What follows belongs to an exercise in optimizing a design on an open flow for a short achievable clock period and few clock cycles per item; a production flow would make more cautious choices. Only simulation tests tie the RTL to the original design; equivalence was not proved. Power is estimated from default activity; no workload was simulated.

==> design.v <==
`default_nettype none
package fcpu_pkg;
   localparam int DATA_W      = 32;
   localparam int GMEM_ADDR_W = 32;
   localparam int RSV_ID_W    = 4;
   typedef enum logic [1:0] {
      OP_LW  = 2'd0,
      OP_SW  = 2'd1,
      OP_LBU = 2'd2,
      OP_SB  = 2'd3
   } mem_op_t;
   typedef enum logic [1:0] {
      REG_CTRL   = 2'd0,
      REG_BASE   = 2'd1,
      REG_LIMIT  = 2'd2,
      REG_FAULTS = 2'd3
   } cfg_addr_t;
   localparam int CTRL_XLAT_EN_BIT = 0;
   typedef struct packed {
      logic [RSV_ID_W-1:0] rsv_id;
      mem_op_t             opcode;
      logic [DATA_W-1:0]   addr;
      logic [DATA_W-1:0]   data;
   } mem_req_t;
   typedef struct packed {
      logic [RSV_ID_W-1:0] rsv_id;
      logic [DATA_W-1:0]   data;
      logic                fault;
   } cdb_t;
   localparam int CDB_W = RSV_ID_W + DATA_W + 1;
   localparam int REQ_W = RSV_ID_W + 2 + DATA_W + DATA_W;
endpackage
`default_nettype wire
`timescale 1ns/100ps
`default_nettype none
module op_fifo #(
   parameter int  WIDTH     = 8,
   parameter int  DEPTH     = 4
) (
   input  logic     clk,
   input  logic     arst_n,
   input  logic     push,
   input  logic [WIDTH-1:0] push_data,
   output logic     full,
   input  logic     pop,
   output logic [WIDTH-1:0] pop_data,
   output logic     empty
);
   localparam int PTR_W = (DEPTH > 1) ? $clog2(DEPTH) : 1;
   localparam int CNT_W = $clog2(DEPTH + 1);
   logic [WIDTH-1:0] mem [DEPTH];
   logic [PTR_W-1:0] wr_ptr;
   logic [PTR_W-1:0] rd_ptr;
   logic [CNT_W-1:0] count;
   logic             do_push;
   logic             do_pop;
   assign full     = (count == CNT_W'(DEPTH));
   assign empty    = (count == '0);
   assign do_push  = push && !full;
   assign do_pop   = pop && !empty;
   assign pop_data = mem[rd_ptr];
   always_ff @(posedge clk) begin
      if (do_push) begin
         mem[wr_ptr] <= push_data;
      end
   end
   always_ff @(posedge clk or negedge arst_n) begin
      if (!arst_n) begin
         wr_ptr <= '0;
         rd_ptr <= '0;
         count  <= '0;
      end else begin
         if (do_push) begin
            wr_ptr <= (wr_ptr == PTR_W'(DEPTH - 1)) ? '0 : wr_ptr + 1'b1;
         end
         if (do_pop) begin
            rd_ptr <= (rd_ptr == PTR_W'(DEPTH - 1)) ? '0 : rd_ptr + 1'b1;
         end
         case ({do_push, do_pop})
            2'b10:   count <= count + 1'b1;
            2'b01:   count <= count - 1'b1;
            default: count <= count;
         endcase
      end
   end
endmodule
`default_nettype wire
`timescale 1ns/100ps
`default_nettype none
import fcpu_pkg::*;
module mmu_cfg_regs
(
   input  logic                   clk,
   input  logic                   arst_n,
   input  logic                   cfg_we,
   input  logic [1:0]             cfg_addr,
   input  logic [DATA_W-1:0]      cfg_wdata,
   input  logic                   fault_pulse,
   output logic [DATA_W-1:0]      cfg_rdata,
   output logic [GMEM_ADDR_W-1:0] seg_base,
   output logic [DATA_W-1:0]      seg_limit,
   output logic                   xlat_en,
   output logic [GMEM_ADDR_W-1:0] xlat_base
);
   logic [DATA_W-1:0] fault_cnt;
   always_ff @(posedge clk or negedge arst_n) begin
      if (!arst_n) begin
         xlat_en   <= 1'b0;
         seg_base  <= '0;
         seg_limit <= '0;
         xlat_base <= '0;
      end else if (cfg_we) begin
         case (cfg_addr)
            REG_CTRL: begin
               xlat_en   <= cfg_wdata[CTRL_XLAT_EN_BIT];
               xlat_base <= cfg_wdata[CTRL_XLAT_EN_BIT] ? seg_base : '0;
            end
            REG_BASE: begin
               seg_base  <= GMEM_ADDR_W'(cfg_wdata);
               xlat_base <= xlat_en ? GMEM_ADDR_W'(cfg_wdata) : '0;
            end
            REG_LIMIT: seg_limit <= cfg_wdata;
            default:   ;
         endcase
      end
   end
   always_ff @(posedge clk or negedge arst_n) begin
      if (!arst_n) begin
         fault_cnt <= '0;
      end else if (cfg_we && cfg_addr == REG_FAULTS) begin
         fault_cnt <= '0;
      end else if (fault_pulse && fault_cnt != '1) begin
         fault_cnt <= fault_cnt + 1'b1;
      end
   end
   always_comb begin
      cfg_rdata = '0;
      case (cfg_addr)
         REG_CTRL:   cfg_rdata[CTRL_XLAT_EN_BIT] = xlat_en;
         REG_BASE:   cfg_rdata = DATA_W'(seg_base);
         REG_LIMIT:  cfg_rdata = seg_limit;
         REG_FAULTS: cfg_rdata = fault_cnt;
         default:    cfg_rdata = '0;
      endcase
   end
endmodule
`default_nettype wire
`timescale 1ns/100ps
`default_nettype none
import fcpu_pkg::*;
module address_translator
(
   input  logic                   clk,
   input  logic                   arst_n,
   input  logic                   in_valid,
   input  fcpu_pkg::mem_req_t               in_req,
   input  logic [GMEM_ADDR_W-1:0] seg_base,
   input  logic [DATA_W-1:0]      seg_limit,
   input  logic                   xlat_en,
   input  logic                   stall,
   output logic                   out_valid,
   output fcpu_pkg::mem_req_t               out_req,
   output logic [GMEM_ADDR_W-1:0] out_paddr,
   output logic                   out_fault
);
   logic                   advance;
   logic                   is_word;
   logic                   misaligned;
   logic                   over_limit;
   logic [GMEM_ADDR_W-1:0] paddr;
   assign advance = !out_valid || !stall;
   assign is_word    = (in_req.opcode == OP_LW) || (in_req.opcode == OP_SW);
   assign misaligned = is_word && (in_req.addr[1:0] != 2'b00);
   assign over_limit = xlat_en && (in_req.addr >= seg_limit);
   assign paddr      = xlat_en ? seg_base + GMEM_ADDR_W'(in_req.addr)
                               : GMEM_ADDR_W'(in_req.addr);
   always_ff @(posedge clk or negedge arst_n) begin
      if (!arst_n) begin
         out_valid <= 1'b0;
      end else if (advance) begin
         out_valid <= in_valid;
      end
   end
   always_ff @(posedge clk) begin
      if (advance && in_valid) begin
         out_req   <= in_req;
         out_paddr <= paddr;
         out_fault <= misaligned || over_limit;
      end
   end
endmodule
`default_nettype wire
`timescale 1ns/100ps
`default_nettype none
import fcpu_pkg::*;
module memory_management_unit
#(
   parameter int QUEUE_DEPTH = 5,
   parameter int ROB_DEPTH   = 8,
   parameter int RES_DEPTH   = 3
) (
   input  logic                   clk,
   input  logic                   arst_n,
   input  logic [RSV_ID_W-1:0]    rsv_id,
   input  logic                   valid,
   input  logic [1:0]             opcode,
   input  logic [DATA_W-1:0]      address,
   input  logic [DATA_W-1:0]      data,
   output logic                   ready,
   output logic [RSV_ID_W-1:0]    cdb_rsv_id,
   output logic [DATA_W-1:0]      cdb_data,
   output logic                   cdb_fault,
   output logic                   cdb_valid,
   input  logic                   cdb_ready,
   input  logic [GMEM_ADDR_W-1:0] seg_base,
   input  logic [DATA_W-1:0]      seg_limit,
   input  logic                   xlat_en,
   input  logic [GMEM_ADDR_W-1:0] xlat_base,
   output logic                   fault_pulse,
   output logic [GMEM_ADDR_W-1:0] araddr,
   output logic                   arvalid,
   input  logic                   arready,
   input  logic [DATA_W-1:0]      rdata,
   input  logic [1:0]             rresp,
   input  logic                   rvalid,
   output logic                   rready,
   output logic [GMEM_ADDR_W-1:0] awaddr,
   output logic                   awvalid,
   input  logic                   awready,
   output logic [DATA_W-1:0]      wdata,
   output logic [DATA_W/8-1:0]    wstrb,
   output logic                   wvalid,
   input  logic                   wready,
   input  logic [1:0]             bresp,
   input  logic                   bvalid,
   output logic                   bready
);
   localparam int BQ_D   = QUEUE_DEPTH;
   localparam int BQ_CW  = $clog2(BQ_D + 1);
   localparam int ROB_W  = $clog2(ROB_DEPTH);
   localparam int ROB_CW = $clog2(ROB_DEPTH + 1);
   localparam int BQ_W = (GMEM_ADDR_W - 2) + 4 + DATA_W + DATA_W/8 + ROB_W;
   logic                   ready_q;
   logic                   r0_v;
   logic [RSV_ID_W-1:0]    r0_rsv;
   logic                   r0_load;
   logic                   r0_lbu;
   logic                   r0_sb;
   logic [15:0]            r0_sum_lo;   
   logic                   r0_cy_lo;    
   logic [15:0]            r0_sum_hi0;  
   logic [15:0]            r0_sum_hi1;  
   logic [DATA_W-1:0]      r0_wdata;
   logic                   r0_mis;      
   logic                   r0_hi_gt;    
   logic                   r0_hi_eq;    
   logic                   r0_lo_ge;    
   logic                   r0_fault;
   logic [ROB_CW-1:0]      rob_cnt;
   logic [ROB_W-1:0]       rob_head;
   logic [ROB_W-1:0]       rob_tail;
   logic [RSV_ID_W-1:0]    rob_rsv   [ROB_DEPTH];
   logic [ROB_DEPTH-1:0]   rob_bus;     
   logic                   rob_fault [ROB_DEPTH];
   logic [ROB_DEPTH-1:0]   rob_done;    
   logic [ROB_DEPTH-1:0]   head_oh;     
   logic                   f_head;      
   localparam int QF_D  = BQ_D - 1;
   localparam int QF_W  = (QF_D > 1) ? $clog2(QF_D) : 1;
   localparam int QF_CW = $clog2(QF_D + 1);
   logic [BQ_CW-1:0]       bq_cnt;      
   logic                   hv;          
   logic [BQ_W-1:0]        h_q;
   logic [BQ_W-1:0]        qf [QF_D];
   logic [QF_W-1:0]        qf_wp;
   logic [QF_W-1:0]        qf_rp;
   logic [QF_CW-1:0]       qf_cnt;
   logic                   qf_ne;       
   logic                   fw_ld;       
   logic                   fw_st;       
   logic                   rr;          
   logic                   br;          
   logic                   f_lbu;
   logic [1:0]             f_lane;
   logic [ROB_W-1:0]       f_idx;
   logic                   aw_done;
   logic                   w_done;
   logic                   ar_i, ar_r, ar_b;
   logic                   aw_i, aw_r, aw_b;
   logic                   w_i,  w_r,  w_b;
   logic                   c_v;
   logic [RSV_ID_W-1:0]    c_rsv;
   logic [DATA_W-1:0]      c_data;
   logic                   c_fault;
   logic                   accept;
   logic [16:0]            in_sum_lo;
   logic [16:0]            in_sum_hi1;
   logic                   adv;
   assign ready  = ready_q;
   assign accept = valid && ready_q;
   assign in_sum_lo  = {1'b0, xlat_base[15:0]} + {1'b0, address[15:0]};
   assign in_sum_hi1 = {xlat_base[31:16], 1'b1} + {address[31:16], 1'b1};
   assign adv   = r0_v;
   always_ff @(posedge clk) begin
      begin
         r0_rsv   <= rsv_id;
         r0_load  <= !opcode[0];
         r0_lbu   <= (opcode == OP_LBU);
         r0_sb    <= (opcode == OP_SB);
         r0_sum_lo  <= in_sum_lo[15:0];
         r0_cy_lo   <= in_sum_lo[16];
         r0_sum_hi0 <= xlat_base[31:16] + address[31:16];
         r0_sum_hi1 <= in_sum_hi1[16:1];
         r0_wdata   <= (opcode == OP_SB) ? {(DATA_W/8){data[7:0]}} : data;
         r0_mis     <= !opcode[1] && (address[1:0] != 2'b00);
         r0_hi_gt   <= xlat_en && (address[31:16] > seg_limit[31:16]);
         r0_hi_eq   <= xlat_en && (address[31:16] == seg_limit[31:16]);
         r0_lo_ge   <= (address[15:0] >= seg_limit[15:0]);
      end
   end
   logic [GMEM_ADDR_W-1:0] paddr;
   logic [BQ_W-1:0]        new_op;
   logic                   bq_push;
   assign paddr    = {r0_cy_lo ? r0_sum_hi1 : r0_sum_hi0, r0_sum_lo};
   assign r0_fault = r0_mis || r0_hi_gt || (r0_hi_eq && r0_lo_ge);
   assign new_op = {paddr[GMEM_ADDR_W-1:2],
                    r0_load,
                    r0_lbu,
                    paddr[1:0],
                    r0_wdata,
                    r0_sb ? (DATA_W/8)'(1) << paddr[1:0] : {(DATA_W/8){1'b1}},
                    rob_tail};
   assign bq_push = adv && !r0_fault;
   logic [GMEM_ADDR_W-1:2] h_paddr;
   logic                   h_load;
   logic                   h_lbu;
   logic [1:0]             h_lane;
   logic [DATA_W-1:0]      h_wdata;
   logic [DATA_W/8-1:0]    h_wstrb;
   logic [ROB_W-1:0]       h_idx;
   logic                   f_wait;
   logic                   resp_now;
   logic                   start_ok;
   logic                   h_done;
   assign {h_paddr, h_load, h_lbu, h_lane, h_wdata, h_wstrb, h_idx} = h_q;
   assign f_wait   = fw_ld || fw_st;
   assign resp_now = (rr && rvalid) || (br && bvalid);
   assign start_ok = !f_wait || resp_now;
   assign araddr  = {h_paddr, 2'b00};
   assign awaddr  = {h_paddr, 2'b00};
   assign wdata   = h_wdata;
   assign wstrb   = h_wstrb;
   assign arvalid = ar_i || (ar_r && rvalid) || (ar_b && bvalid);
   assign awvalid = aw_i || (aw_r && rvalid) || (aw_b && bvalid);
   assign wvalid  = w_i  || (w_r  && rvalid) || (w_b  && bvalid);
   assign rready  = rr;
   assign bready  = br;
   assign h_done = (arvalid && arready) ||
                   (hv && !h_load && start_ok && (aw_done || awready) && (w_done || wready));
   logic [BQ_CW-1:0]       bq_cnt_n;
   logic                   h_take;
   logic [BQ_W-1:0]        qf_head;
   logic [BQ_W-1:0]        h_n;
   logic                   qf_pop;
   logic                   qf_keep;
   logic [QF_CW-1:0]       qf_cnt_n;
   logic                   qf_ne_n;
   logic                   hv_n;
   logic                   h_load_n;
   logic                   f_wait_n;
   logic                   f_load_n;
   logic                   aw_done_n;
   logic                   w_done_n;
   logic                   c_free;
   logic                   head_ready;
   logic                   bypass;
   logic                   rob_pop;
   logic [ROB_CW-1:0]      rob_cnt_n;
   logic                   r0_v_n;
   always_comb begin
      case ({bq_push, h_done})
         2'b10:   bq_cnt_n = bq_cnt + 1'b1;
         2'b01:   bq_cnt_n = bq_cnt - 1'b1;
         default: bq_cnt_n = bq_cnt;
      endcase
      h_take    = !hv || h_done;
      qf_head   = qf[qf_rp];
      h_n       = h_take ? (qf_ne ? qf_head : new_op) : h_q;
      hv_n      = h_take ? (qf_ne || bq_push) : 1'b1;
      qf_pop    = h_take && qf_ne;
      qf_keep   = bq_push && !(h_take && !qf_ne);
      qf_cnt_n  = h_take ? ((qf_ne && !bq_push) ? qf_cnt - 1'b1 : qf_cnt)
                         : (bq_push ? qf_cnt + 1'b1 : qf_cnt);
      qf_ne_n   = h_take ? (qf_ne && (qf_cnt > QF_CW'(1) || bq_push)) : (qf_ne || bq_push);
      h_load_n  = h_n[BQ_W - (GMEM_ADDR_W - 2) - 1];
      f_wait_n  = h_done || (f_wait && !resp_now);
      f_load_n  = h_done ? h_load : fw_ld;
      aw_done_n = !h_done && (aw_done || (awvalid && awready));
      w_done_n  = !h_done && (w_done || (wvalid && wready));
   end
   assign c_free     = !c_v || cdb_ready;
   assign head_ready = |(rob_done & head_oh);
   assign bypass     = resp_now && f_head;
   assign rob_pop    = c_free && (head_ready || bypass);
   localparam int RF_W  = $clog2(RES_DEPTH);
   localparam int RF_CW = $clog2(RES_DEPTH + 1);
   logic [DATA_W-1:0]      rf_mem [RES_DEPTH];
   logic [RF_W-1:0]        rf_wp;
   logic [RF_W-1:0]        rf_rp;
   logic [RF_CW-1:0]       rf_cnt;
   logic                   rf_full;
   logic                   rf_push;
   logic                   rf_pop;
   logic                   rf_full_n;
   logic                   hd_bus;
   assign hd_bus  = |(rob_bus & head_oh);
   assign rf_push = resp_now && !(bypass && c_free);
   assign rf_pop  = rob_pop && !bypass && hd_bus;
   logic [ROB_W-1:0]       head_p1;
   logic [ROB_CW-1:0]      rob_c0;
   logic [BQ_CW-1:0]       bq_c0;
   logic                   rob_le2_n;
   logic                   rob_le1_n;
   logic                   bq_le2_n;
   logic                   bq_le1_n;
   logic                   f_head_n;
   always_comb begin
      rob_cnt_n  = rob_pop ? (adv ? rob_cnt : rob_cnt - 1'b1)
                           : (adv ? rob_cnt + 1'b1 : rob_cnt);
      r0_v_n     = accept;
      rob_c0     = rob_cnt + ROB_CW'(adv);
      bq_c0      = bq_cnt + BQ_CW'(bq_push);
      rob_le2_n  = rob_pop ? (rob_c0 <= ROB_CW'(ROB_DEPTH - 1)) : (rob_c0 <= ROB_CW'(ROB_DEPTH - 2));
      rob_le1_n  = rob_pop ? 1'b1                               : (rob_c0 <= ROB_CW'(ROB_DEPTH - 1));
      bq_le2_n   = h_done  ? (bq_c0 <= BQ_CW'(BQ_D - 1))        : (bq_c0 <= BQ_CW'(BQ_D - 2));
      bq_le1_n   = h_done  ? 1'b1                               : (bq_c0 <= BQ_CW'(BQ_D - 1));
      rf_full_n  = !rf_pop && (rf_full || (rf_push && rf_cnt == RF_CW'(RES_DEPTH - 1)));
      head_p1    = rob_head + 1'b1;
      if (h_done) begin
         f_head_n = rob_pop ? (h_idx == head_p1) : (h_idx == rob_head);
      end else begin
         f_head_n = rob_pop ? (f_idx == head_p1) : (f_idx == rob_head);
      end
   end
   always_ff @(posedge clk or negedge arst_n) begin
      if (!arst_n) begin
         ready_q  <= 1'b0;
         r0_v     <= 1'b0;
         bq_cnt   <= '0;
         hv       <= 1'b0;
         qf_wp    <= '0;
         qf_rp    <= '0;
         qf_cnt   <= '0;
         qf_ne    <= 1'b0;
         rob_cnt  <= '0;
         rob_head <= '0;
         head_oh  <= ROB_DEPTH'(1);
         f_head   <= 1'b0;
         rob_done <= '0;
         rob_tail <= '0;
         fw_ld    <= 1'b0;
         fw_st    <= 1'b0;
         rr       <= 1'b0;
         br       <= 1'b0;
         rf_wp    <= '0;
         rf_rp    <= '0;
         rf_cnt   <= '0;
         rf_full  <= 1'b0;
         aw_done  <= 1'b0;
         w_done   <= 1'b0;
         ar_i     <= 1'b0;
         ar_r     <= 1'b0;
         ar_b     <= 1'b0;
         aw_i     <= 1'b0;
         aw_r     <= 1'b0;
         aw_b     <= 1'b0;
         w_i      <= 1'b0;
         w_r      <= 1'b0;
         w_b      <= 1'b0;
         c_v      <= 1'b0;
      end else begin
         ready_q  <= accept ? (rob_le2_n && bq_le2_n) : (rob_le1_n && bq_le1_n);
         f_head   <= f_head_n;
         r0_v     <= r0_v_n;
         bq_cnt   <= bq_cnt_n;
         hv       <= hv_n;
         qf_cnt   <= qf_cnt_n;
         qf_ne    <= qf_ne_n;
         if (qf_keep) begin
            qf_wp <= (qf_wp == QF_W'(QF_D - 1)) ? '0 : qf_wp + 1'b1;
         end
         if (qf_pop) begin
            qf_rp <= (qf_rp == QF_W'(QF_D - 1)) ? '0 : qf_rp + 1'b1;
         end
         rob_cnt  <= rob_cnt_n;
         if (adv) begin
            rob_tail <= rob_tail + 1'b1;
         end
         if (rob_pop) begin
            rob_head <= head_p1;
            head_oh  <= {head_oh[ROB_DEPTH-2:0], head_oh[ROB_DEPTH-1]};
         end
         for (int i = 0; i < ROB_DEPTH; i++) begin
            if (adv && rob_tail == ROB_W'(i)) begin
               rob_done[i] <= r0_fault;
            end else if (rob_pop && head_oh[i]) begin
               rob_done[i] <= 1'b0;
            end else if (resp_now && f_idx == ROB_W'(i)) begin
               rob_done[i] <= 1'b1;
            end
         end
         fw_ld    <= f_wait_n && f_load_n;
         fw_st    <= f_wait_n && !f_load_n;
         rr       <= f_wait_n && f_load_n && !rf_full_n;
         br       <= f_wait_n && !f_load_n && !rf_full_n;
         rf_full  <= rf_full_n;
         if (rf_push) begin
            rf_wp <= (rf_wp == RF_W'(RES_DEPTH - 1)) ? '0 : rf_wp + 1'b1;
         end
         if (rf_pop) begin
            rf_rp <= (rf_rp == RF_W'(RES_DEPTH - 1)) ? '0 : rf_rp + 1'b1;
         end
         case ({rf_push, rf_pop})
            2'b10:   rf_cnt <= rf_cnt + 1'b1;
            2'b01:   rf_cnt <= rf_cnt - 1'b1;
            default: rf_cnt <= rf_cnt;
         endcase
         aw_done  <= aw_done_n;
         w_done   <= w_done_n;
         ar_i     <= hv_n && h_load_n && !f_wait_n;
         ar_r     <= hv_n && h_load_n && f_wait_n && f_load_n && !rf_full_n;
         ar_b     <= hv_n && h_load_n && f_wait_n && !f_load_n && !rf_full_n;
         aw_i     <= hv_n && !h_load_n && !f_wait_n && !aw_done_n;
         aw_r     <= hv_n && !h_load_n && f_wait_n && f_load_n && !rf_full_n;
         aw_b     <= hv_n && !h_load_n && f_wait_n && !f_load_n && !rf_full_n;
         w_i      <= hv_n && !h_load_n && !f_wait_n && !w_done_n;
         w_r      <= hv_n && !h_load_n && f_wait_n && f_load_n && !rf_full_n;
         w_b      <= hv_n && !h_load_n && f_wait_n && !f_load_n && !rf_full_n;
         if (c_free) begin
            c_v <= head_ready || bypass;
         end
      end
   end
   always_ff @(posedge clk) begin
      h_q <= h_n;
      if (bq_push) begin
         qf[qf_wp] <= new_op;
      end
      if (rf_push) begin
         rf_mem[rf_wp] <= resp_data;
      end
      if (h_done) begin
         f_lbu  <= h_lbu;
         f_lane <= h_lane;
         f_idx  <= h_idx;
      end
   end
   logic [7:0]             lane_byte;
   logic                   resp_fault;
   logic [DATA_W-1:0]      resp_data;
   assign lane_byte  = rdata[{f_lane, 3'b000} +: 8];
   assign resp_fault = fw_ld ? (rresp != 2'b00) : (bresp != 2'b00);
   assign resp_data  = (!fw_ld || rresp != 2'b00) ? '0 :
                       f_lbu ? {{(DATA_W-8){1'b0}}, lane_byte} : rdata;
   always_ff @(posedge clk) begin
      for (int i = 0; i < ROB_DEPTH; i++) begin
         if (adv && rob_tail == ROB_W'(i)) begin
            rob_rsv[i]   <= r0_rsv;
            rob_bus[i]   <= !r0_fault;
            rob_fault[i] <= r0_fault;
         end else if (resp_now && f_idx == ROB_W'(i)) begin
            rob_fault[i] <= resp_fault;
         end
      end
   end
   logic [RSV_ID_W-1:0]    hd_rsv;
   logic                   hd_fault;
   always_comb begin
      hd_rsv   = '0;
      hd_fault = 1'b0;
      for (int i = 0; i < ROB_DEPTH; i++) begin
         hd_rsv   = hd_rsv   | (rob_rsv[i]  & {RSV_ID_W{head_oh[i]}});
         hd_fault = hd_fault | (rob_fault[i] & head_oh[i]);
      end
   end
   always_ff @(posedge clk) begin
      if (rob_pop) begin
         c_rsv <= hd_rsv;
         if (bypass) begin
            c_data  <= resp_data;
            c_fault <= resp_fault;
         end else begin
            c_data  <= hd_bus ? rf_mem[rf_rp] : '0;
            c_fault <= hd_fault;
         end
      end
   end
   assign cdb_valid   = c_v;
   assign cdb_rsv_id  = c_rsv;
   assign cdb_data    = c_data;
   assign cdb_fault   = c_fault;
   assign fault_pulse = c_v && cdb_ready && c_fault;
endmodule
`default_nettype wire
`timescale 1ns/100ps
`default_nettype none
import fcpu_pkg::*;
module fcpu
#(
   parameter int QUEUE_DEPTH = 5
) (
   input  logic                   clk,
   input  logic                   arst_n,
   input  logic [RSV_ID_W-1:0]    rsv_id,
   input  logic                   valid,
   input  logic [1:0]             opcode,
   input  logic [DATA_W-1:0]      address,
   input  logic [DATA_W-1:0]      data,
   output logic                   ready,
   output logic [RSV_ID_W-1:0]    cdb_rsv_id,
   output logic [DATA_W-1:0]      cdb_data,
   output logic                   cdb_fault,
   output logic                   cdb_valid,
   input  logic                   cdb_ready,
   input  logic                   cfg_we,
   input  logic [1:0]             cfg_addr,
   input  logic [DATA_W-1:0]      cfg_wdata,
   output logic [DATA_W-1:0]      cfg_rdata,
   output logic [GMEM_ADDR_W-1:0] araddr,
   output logic                   arvalid,
   input  logic                   arready,
   input  logic [DATA_W-1:0]      rdata,
   input  logic [1:0]             rresp,
   input  logic                   rvalid,
   output logic                   rready,
   output logic [GMEM_ADDR_W-1:0] awaddr,
   output logic                   awvalid,
   input  logic                   awready,
   output logic [DATA_W-1:0]      wdata,
   output logic [DATA_W/8-1:0]    wstrb,
   output logic                   wvalid,
   input  logic                   wready,
   input  logic [1:0]             bresp,
   input  logic                   bvalid,
   output logic                   bready
);
   logic [GMEM_ADDR_W-1:0] seg_base;
   logic [DATA_W-1:0]      seg_limit;
   logic                   xlat_en;
   logic [GMEM_ADDR_W-1:0] xlat_base;
   logic                   fault_pulse;
   mmu_cfg_regs cfg_inst (
      .*
   );
   memory_management_unit #(
      .QUEUE_DEPTH (QUEUE_DEPTH)
   ) mmu_inst (
      .*
   );
endmodule
`default_nettype wire
==> flow/run.sh <==
#!/bin/bash
# The standard layout (standard.sh), with two changes to how it is made:
#  - the I/O pins that share a combinational path (or a driver) are kept together on the edge;
#  - after the standard synthesis, the cfg_rdata read mux is rebuilt as two NAND levels
#    (flow/cfg_mux.tcl), since the synthesized one puts a decoder and its fanout
#    buffers between cfg_addr and cfg_rdata, and the bus valids (arvalid, awvalid, wvalid) as
#    NAND gates on the response valids. Registers are not touched.
# Each tool's output goes to a log file of its own in this folder.
set -euo pipefail
here=$(pwd)
export PRE_IO_PLACEMENT_TCL="$here/flow/io_groups.tcl"
bash standard.sh synth > "$here/synth.log" 2>&1
RESULTS_DIR="$here/orfs/results/$FLOW_PLATFORM/fcpu/base" \
  openroad -exit -no_init "$here/flow/cfg_mux.tcl" > "$here/cfg_mux.log" 2>&1
bash standard.sh > "$here/standard_flow.log" 2>&1
==> flow/cfg_mux.tcl <==
# Two hand-built cones on the paths from input to output ports.
# 1. Rebuild the cfg_rdata read mux as two NAND levels (bits 1-31) or two levels of inverting
# 2:1 muxes (bit 0, which also reads CTRL), so that each address bit passes through two gates
# before the output's own.
# The logic synthesis made for cfg_rdata is left without loads and removed.
read_db $::env(RESULTS_DIR)/1_synth.odb
set db [ord::get_db]
set block [ord::get_db_block]
# Register nets keep Yosys's escaped names (cfg_inst.seg_base\[3\]); ports do not
proc net_of {name} {
  set n [$::block findNet $name]
  if {$n eq "NULL" || $n eq ""} {
    set n [$::block findNet [string map {[ \\[ ] \\]} $name]]
  }
  if {$n eq "NULL" || $n eq ""} { error "no net $name" }
  return $n
}
proc master {name} {
  set m [$::db findMaster $name]
  if {$m eq "NULL" || $m eq ""} { error "no master $name" }
  return $m
}
proc add_inst {mname iname conns} {
  set inst [odb::dbInst_create $::block [master $mname] $iname]
  foreach {pin net} $conns {
    [$inst findITerm $pin] connect $net
  }
  return $inst
}
set a0p [net_of {cfg_addr[0]}]
set a1p [net_of {cfg_addr[1]}]
# One strong buffer per address bit drives all of that bit's selects
set a0 [odb::dbNet_create $block "cfg_rd_a0"]
set a1 [odb::dbNet_create $block "cfg_rd_a1"]
add_inst sky130_fd_sc_hd__buf_16 "cfg_rd_ba0" [list A $a0p X $a0]
add_inst sky130_fd_sc_hd__buf_16 "cfg_rd_ba1" [list A $a1p X $a1]
# and one inverter per address bit its complemented selects
set na0 [odb::dbNet_create $block "cfg_rd_na0"]
set na1 [odb::dbNet_create $block "cfg_rd_na1"]
add_inst sky130_fd_sc_hd__inv_8 "cfg_rd_ia0" [list A $a0p Y $na0]
add_inst sky130_fd_sc_hd__inv_8 "cfg_rd_ia1" [list A $a1p Y $na1]
for {set i 0} {$i < 32} {incr i} {
  set out [net_of "cfg_rdata\[$i\]"]
  foreach it [$out getITerms] {
    if {[$it isOutputSignal]} { $it disconnect }
  }
  set B [net_of "cfg_inst.seg_base\[$i\]"]
  set L [net_of "cfg_inst.seg_limit\[$i\]"]
  set F [net_of "cfg_inst.fault_cnt\[$i\]"]
  if {$i > 0} {
    # cfg_rdata = !(t1 & t2 & t3): t3 = !(a1 & a0 & FAULTS), t2 = !(a1 & !a0 & LIMIT),
    # t1 = !(!a1 & a0 & BASE); CTRL reads 0 above bit 0
    set t1 [odb::dbNet_create $block "cfg_rd_t1_$i"]
    set t2 [odb::dbNet_create $block "cfg_rd_t2_$i"]
    set t3 [odb::dbNet_create $block "cfg_rd_t3_$i"]
    add_inst sky130_fd_sc_hd__nand3_1 "cfg_rd_g3_$i" [list A $a1 B $a0 C $F Y $t3]
    add_inst sky130_fd_sc_hd__nand3_1 "cfg_rd_g2_$i" [list A $na0 B $a1 C $L Y $t2]
    add_inst sky130_fd_sc_hd__nand3_1 "cfg_rd_g1_$i" [list A $na1 B $a0 C $B Y $t1]
    add_inst sky130_fd_sc_hd__nand3_2 "cfg_rd_go_$i" [list A $t1 B $t2 C $t3 Y $out]
    continue
  }
  set hi [odb::dbNet_create $block "cfg_rd_hi_$i"]
  set lo [odb::dbNet_create $block "cfg_rd_lo_$i"]
  # Even bits select with cfg_addr[0] first, odd bits with cfg_addr[1] first, so that the
  # two address bits carry about the same load
  if {$i % 2 == 0} {
    # hi = !(a0 ? FAULTS : LIMIT), lo = !(a0 ? BASE : CTRL), out = !(a1 ? hi : lo)
    set s1 $a0
    set s2 $a1
    set hA0 $L
    set hA1 $F
    set lA1 $B
  } else {
    # hi = !(a1 ? FAULTS : BASE), lo = !(a1 ? LIMIT : CTRL), out = !(a0 ? hi : lo)
    set s1 $a1
    set s2 $a0
    set hA0 $B
    set hA1 $F
    set lA1 $L
  }
  add_inst sky130_fd_sc_hd__mux2i_1 "cfg_rd_mhi_$i" [list A0 $hA0 A1 $hA1 S $s1 Y $hi]
  if {$i == 0} {
    add_inst sky130_fd_sc_hd__mux2i_1 "cfg_rd_mlo_$i" [list A0 [net_of "cfg_inst.xlat_en"] A1 $lA1 S $s1 Y $lo]
  } else {
    add_inst sky130_fd_sc_hd__nand2_1 "cfg_rd_mlo_$i" [list A $s1 B $lA1 Y $lo]
  }
  add_inst sky130_fd_sc_hd__mux2i_1 "cfg_rd_mout_$i" [list A0 $lo A1 $hi S $s2 Y $out]
}
# The bus valids, valid = idle | (r & rvalid) | (b & bvalid) from three registers each,
# as one NAND level on the response valids:  !(!idle & !(r & rvalid) & !(b & bvalid))
set rv [net_of rvalid]
set bv [net_of bvalid]
# aw_r/w_r and aw_b/w_b hold the same function, and synthesis keeps one net of each pair
proc net_of_any {names} {
  foreach n $names {
    if {![catch {net_of $n} net]} { return $net }
  }
  error "no net of $names"
}
foreach {port fi fr fb} {
  arvalid mmu_inst.ar_i {mmu_inst.ar_r} {mmu_inst.ar_b}
  awvalid mmu_inst.aw_i {mmu_inst.aw_r mmu_inst.w_r} {mmu_inst.aw_b mmu_inst.w_b}
  wvalid  mmu_inst.w_i  {mmu_inst.w_r mmu_inst.aw_r} {mmu_inst.w_b mmu_inst.aw_b}
} {
  set out [net_of $port]
  foreach it [$out getITerms] {
    if {[$it isOutputSignal]} { $it disconnect }
  }
  set vr [odb::dbNet_create $block "${port}_nr"]
  set vb [odb::dbNet_create $block "${port}_nb"]
  add_inst sky130_fd_sc_hd__nand2_1 "${port}_gr" [list A [net_of_any $fr] B $rv Y $vr]
  add_inst sky130_fd_sc_hd__nand2_1 "${port}_gb" [list A [net_of_any $fb] B $bv Y $vb]
  add_inst sky130_fd_sc_hd__nand3b_2 "${port}_go" [list A_N [net_of $fi] B $vr C $vb Y $out]
}
# Remove combinational cells whose outputs reach nothing, until none is left
proc is_seq {m} {
  set n [$m getName]
  return [regexp {__(df|edf|sdf|dl|sdl|einv|conb)} $n]
}
set removed 0
while 1 {
  set dead {}
  foreach inst [$block getInsts] {
    set m [$inst getMaster]
    if {[is_seq $m]} { continue }
    set outs 0
    set used 0
    foreach it [$inst getITerms] {
      if {![$it isOutputSignal]} { continue }
      incr outs
      set n [$it getNet]
      if {$n eq "NULL" || $n eq ""} { continue }
      if {[llength [$n getBTerms]] > 0} { incr used; continue }
      foreach o [$n getITerms] {
        if {![$o isOutputSignal]} { incr used; break }
      }
    }
    if {$outs > 0 && $used == 0} { lappend dead $inst }
  }
  if {[llength $dead] == 0} { break }
  foreach inst $dead {
    set nets {}
    foreach it [$inst getITerms] {
      set n [$it getNet]
      if {$n ne "NULL" && $n ne "" && [$it isOutputSignal]} { lappend nets $n }
    }
    odb::dbInst_destroy $inst
    foreach n $nets {
      if {[llength [$n getITerms]] == 0 && [llength [$n getBTerms]] == 0} { odb::dbNet_destroy $n }
    }
    incr removed
  }
}
puts "cfg_mux: removed $removed cells"
write_db $::env(RESULTS_DIR)/1_synth.odb
==> flow/io_groups.tcl <==
# cfg_addr selects cfg_rdata combinationally
set_io_pin_constraint -group -order -pin_names {cfg_rdata[0] cfg_rdata[1] cfg_rdata[2] cfg_rdata[3] cfg_rdata[4] cfg_rdata[5] cfg_rdata[6] cfg_rdata[7] cfg_rdata[8] cfg_rdata[9] cfg_rdata[10] cfg_rdata[11] cfg_rdata[12] cfg_rdata[13] cfg_rdata[14] cfg_rdata[15] cfg_addr[0] cfg_addr[1] cfg_rdata[16] cfg_rdata[17] cfg_rdata[18] cfg_rdata[19] cfg_rdata[20] cfg_rdata[21] cfg_rdata[22] cfg_rdata[23] cfg_rdata[24] cfg_rdata[25] cfg_rdata[26] cfg_rdata[27] cfg_rdata[28] cfg_rdata[29] cfg_rdata[30] cfg_rdata[31]}
# the response valids start the next transaction in the same cycle
set_io_pin_constraint -group -order -pin_names {arready arvalid rvalid bvalid awvalid wvalid awready wready rready bready}
# each address bit drives both address ports from one register
set_io_pin_constraint -group -order -pin_names {araddr[2] awaddr[2] araddr[3] awaddr[3] araddr[4] awaddr[4] araddr[5] awaddr[5] araddr[6] awaddr[6] araddr[7] awaddr[7] araddr[8] awaddr[8] araddr[9] awaddr[9] araddr[10] awaddr[10] araddr[11] awaddr[11] araddr[12] awaddr[12] araddr[13] awaddr[13] araddr[14] awaddr[14] araddr[15] awaddr[15] araddr[16] awaddr[16] araddr[17] awaddr[17] araddr[18] awaddr[18] araddr[19] awaddr[19] araddr[20] awaddr[20] araddr[21] awaddr[21] araddr[22] awaddr[22] araddr[23] awaddr[23] araddr[24] awaddr[24] araddr[25] awaddr[25] araddr[26] awaddr[26] araddr[27] awaddr[27] araddr[28] awaddr[28] araddr[29] awaddr[29] araddr[30] awaddr[30] araddr[31] awaddr[31]}
==> standard.sh <==
#!/bin/bash
# synth_recipe.tcl (not shown) runs the flow's synth.tcl, then flattens the netlist and writes it again
# the make line also repeats each setting of config.mk as NAME=value (left out here)
make -C /OpenROAD-flow-scripts/flow DESIGN_CONFIG=/design/flow/config.mk WORK_HOME=/design/flow/orfs CLKGATE_MAP_FILE= SYNTH_SCRIPT=/design/flow/synth_recipe.tcl "${@:-finish}"
==> config.mk <==
export PLATFORM = sky130hd
export DESIGN_NAME = fcpu
export DESIGN_NICKNAME = fcpu
export VERILOG_FILES = /design/flow/design.v
export SDC_FILE = /design/flow/constraint.sdc
export NUM_CORES = 4
export LEC_CHECK = 0
export ABC_CLOCK_PERIOD_IN_PS = 2400
export CAP_MARGIN = 20
export CORE_MARGIN = 2
export CORE_UTILIZATION = 65
export SETUP_SLACK_MARGIN = 2.6
export SLEW_MARGIN = 20
export TNS_END_PERCENT = 100
==> constraint.sdc <==
create_clock -name core_clock -period 5.0 [get_ports {clk}]
set_input_delay 1.0000 -clock core_clock [delete_from_list [all_inputs] [get_ports {clk}]]
set_output_delay 1.0000 -clock core_clock [all_outputs]
set_load 0.01 [all_outputs]
==> results.txt <==
==> area by class of cell <==
cell class / instances / area (um2)
inverters: 83 / 382
flip-flops and latches: 835 / 23200
diodes: 8 / 20.0
repair buffers: 438 / 4510
clock inverters: 44 / 443
repair inverters: 4 / 65.1
fillers: 2683 / 9260
well taps: 696 / 871
multi-input cells: 1456 / 12900
clock buffers: 112 / 2320
==> power groups by stage <==
stage               Sequential, uW  Clock [uW]  Combinational, uW
floorplan                    10200           0               4460
global placement             10600           0               6560
detailed placement           10700           0               6790
CTS                          10500        6340               7280
global route                 10700        6650               8210
finish                       10600        6350               7730
==> registers in the layout, indices dropped and copies added (netlist names), 16 cells and up <==
name and cells:
cfg_inst.fault_cnt 32, mmu_inst.r0_sum_hi0 16, cfg_inst.seg_base 32, mmu_inst.r0_sum_lo 16
cfg_inst.seg_limit 32, mmu_inst.rf_mem 96, mmu_inst.qf 292, cfg_inst.xlat_base 32
mmu_inst.rob_rsv 32, mmu_inst.c_data 32, mmu_inst.h_q 73, mmu_inst.r0_wdata 32
mmu_inst.r0_sum_hi1 16
==> metrics by stage <==
step	cells	hold slack, ns	util
floorplan	2517	0.400	-
finish	3676	0.429	0.829
CTS	3635	0.426	0.818
global route	3672	0.465	0.829
detailed placement	3415	0.419	0.742
global placement	3414	0.410	0.742
==> path summary, 6_finish.rpt <==
path | slack, ns | endpoint
max | 2.30 | cfg_rdata[7]
min | 0.43 | cfg_inst.fault_cnt[23]
max reg2reg | 2.58 | mmu_inst.rob_cnt[3]
min reg2reg | 0.46 | mmu_inst.rf_cnt[1]
max in group asynchronous | 3.60 | mmu_inst.rf_rp[1]
min in group core_clock | 0.46 | mmu_inst.rf_cnt[1]
==> metal layers <==
layer,global-route usage,part of all wire,vias to the layer above
met4,0.159,0.051,14
met3,0.0666,0.077,290
li1,-,-,10200
met5,0,0.00091,-
met2,0.623,0.51,1238
met1,0.431,0.36,12000
==> worst max-delay path, delay by kind of cell <==
kind | cells | cell delay, ns
buf+inv | 4 | 0.54
simple gates | 2 | 0.15
==> timing repair <==
action	CTS	global route
endpoints found under the setup margin	804	126
gates resized for setup	531	76
hold buffers	0	0
buffers inserted	39	33
cloned	25	0
pin swaps	50	50
==> layout by cell type (no fill, tap or decap), types with 15 or more instances in the layout <==
master,count
clkdlybuf4s15_1,30
xnor2_1,52
mux2i_1,44
xor2_1,37
buf_12,15
nand2_1,147
clkinv_2,15
clkbuf_1,19
buf_4,84
inv_1,73
ha_1,60
nor2_1,99
o21ai_0,102
dfxtp_1,93
ha_4,24
dfrtp_1,172
buf_6,43
dfrtp_2,15
nand4_1,24
clkbuf_16,86
and3_1,43
dlygate4sd2_1,113
a21o_1,50
nand3_2,110
a22oi_1,57
mux2_2,154
clkdlybuf4s50_1,126
mux4_2,73
nand3_1,27
edfxtp_1,551
a21oi_1,80
==> summary.txt <==
GRT
  – First-pass GRT wire length: 150 mm
  – Largest net degree at the start of global routing: 97
  – Number of global-route vias before repair: 24300
  – Grt total ovfl: 0
  – Initial antenna violation count: 13
  – GRT Total Usage: 0.355

STA
  – # setup viols final: 0
  – Max_slew headroom: 0.290
  – Pins Over Slew Limit: 0
  – Measured slew at the worst slew-check pin: 1.06 ns
  – Fmax achieved: 0.371 GHz
  – Final period utilization: 0.539
  – Setup_tns: 0 ns
  – Final hold violations: 0
  – PnR worst setup slack: 2.30 ns
  – Min cycle time layout: 2.70 ns
  – RSZ-0062 raised after global routing: yes
  – Setup Skew: 0.0293 ns

Synth
  – Synthesized instance count: 2514
  – Synth warn: 4
  – Post-Syn Area: 0.0357 mm2
  – Synth Area per Inst: 14.2 um2

Final layout
  – Finished Cell Area: 0.0448 mm2
  – Share of cells above drive strength 1: 0.276
  – Final nets: 3144
  – Area grow syn2layout: 25.5%

Setup path
  – Worst path max stage delay: 0.15 ns
  – Reg2Reg Depth: 13
  – Crit path max fanout: 8
  – Setup crit start kind: primary input
  – Slowest stage cell, crit path: buf_16
  – Worst Path Arrival: 1.70 ns
  – Critical Path RT: 4.00 ns
  – Crit path launch: cfg_addr[1]
  – RR Startpoint: mmu_inst.rr
  – CP Capture Type: output pin
  – Critical path type: in -> out
  – CP cell instances: buf_16, buf_12, buf_16, nand3_4, nand3_4, buf_6

Pwr
  – Combinational share of power: 0.314
  – Seq pwr share: 0.429
  – Int Pwr: 16500 uW
  – Switching pwr: 8130 uW
  – Sw Ratio: 0.330
  – Maximum vdd drop: 0.493 mV
  – Leakage: 0.0174 uW
  – P per Cell Area: 550 mW/mm2
  – Design Power: 24600 uW
  – Clock share of power: 0.258

Place
  – Area after DPL: 0.0401 mm2
  – Placer Congestion: 0.908
  – Post-Place Worst Slack: 1.04 ns
  – HPWL Detailed: 59.9 mm
  – Port Buffer Count: 321

Drt
  – Wire length per cell: 27.4 um
  – Vias/cell: 6.46
  – DR pass1 iterations: 5
  – Via count: 23700
  – Routed wire length: 101 mm
  – DR DRC count: 0
  – Drt initial violations: 2274
  – Post-route ant nets: 0

Floorplan
  – Initial Utilization: 0.660
  – Die X: 238 um
  – Core region area: 0.0540 mm2
  – Die Area: 0.0568 mm2
  – Cell row count: 85
  – Die Y: 238 um
  – I/O pin count: 326

Clock tree
  – CTS tree: done
  – CTS Sinks: 835
  – H-tree depth: 3
  – Clock-pin slew on the worst setup and hold paths: 0.06 ns
  – Clock Tree Root: clkbuf_16
  – CTS Buffer Depth: 3
  – CTS Buf Count: 83
  – Clock latency on the worst-skew pair: 0.64 ns

Outcome
  – Outcome: no timing/DRC/antenna violations

Hold path
  – Worst Hold Class: in -> async

Flow run
  – # Max-Cap Violations: 0
Testbench counts, summed over its fixed seeds: cycles 3,925, items 2,400.

==> port drivers added, routing unchanged <==
No port has a modelled driver above. Below, the same layout with a new extraction and two added sets of constraints. Step 1, drivers: a clkbuf_16 drives clk and a buf_2 each remaining input, both assumed. Step 2, shift: input delay + t, output delay - t, t = (earliest + latest rising clock arrival at the registers) / 2. This alone moves slack from input paths to output paths. Three values: ideal ports, drivers, drivers and shift; two values: the first two.
t (ns): 0.692
setup WS [ns]: 2.305 / 2.056 / 1.923
hold slack, ns: 0.429 / 0.395 / 0.461
latest minus earliest clock arrival (ns): 0.032 / 0.032
slew at the worst register clock pin (ns): 0.07 / 0.07
After both steps setup and hold are still met in this run. The setup slack of this run moves by -0.249 ns with the drivers and by -0.382 ns with both steps.
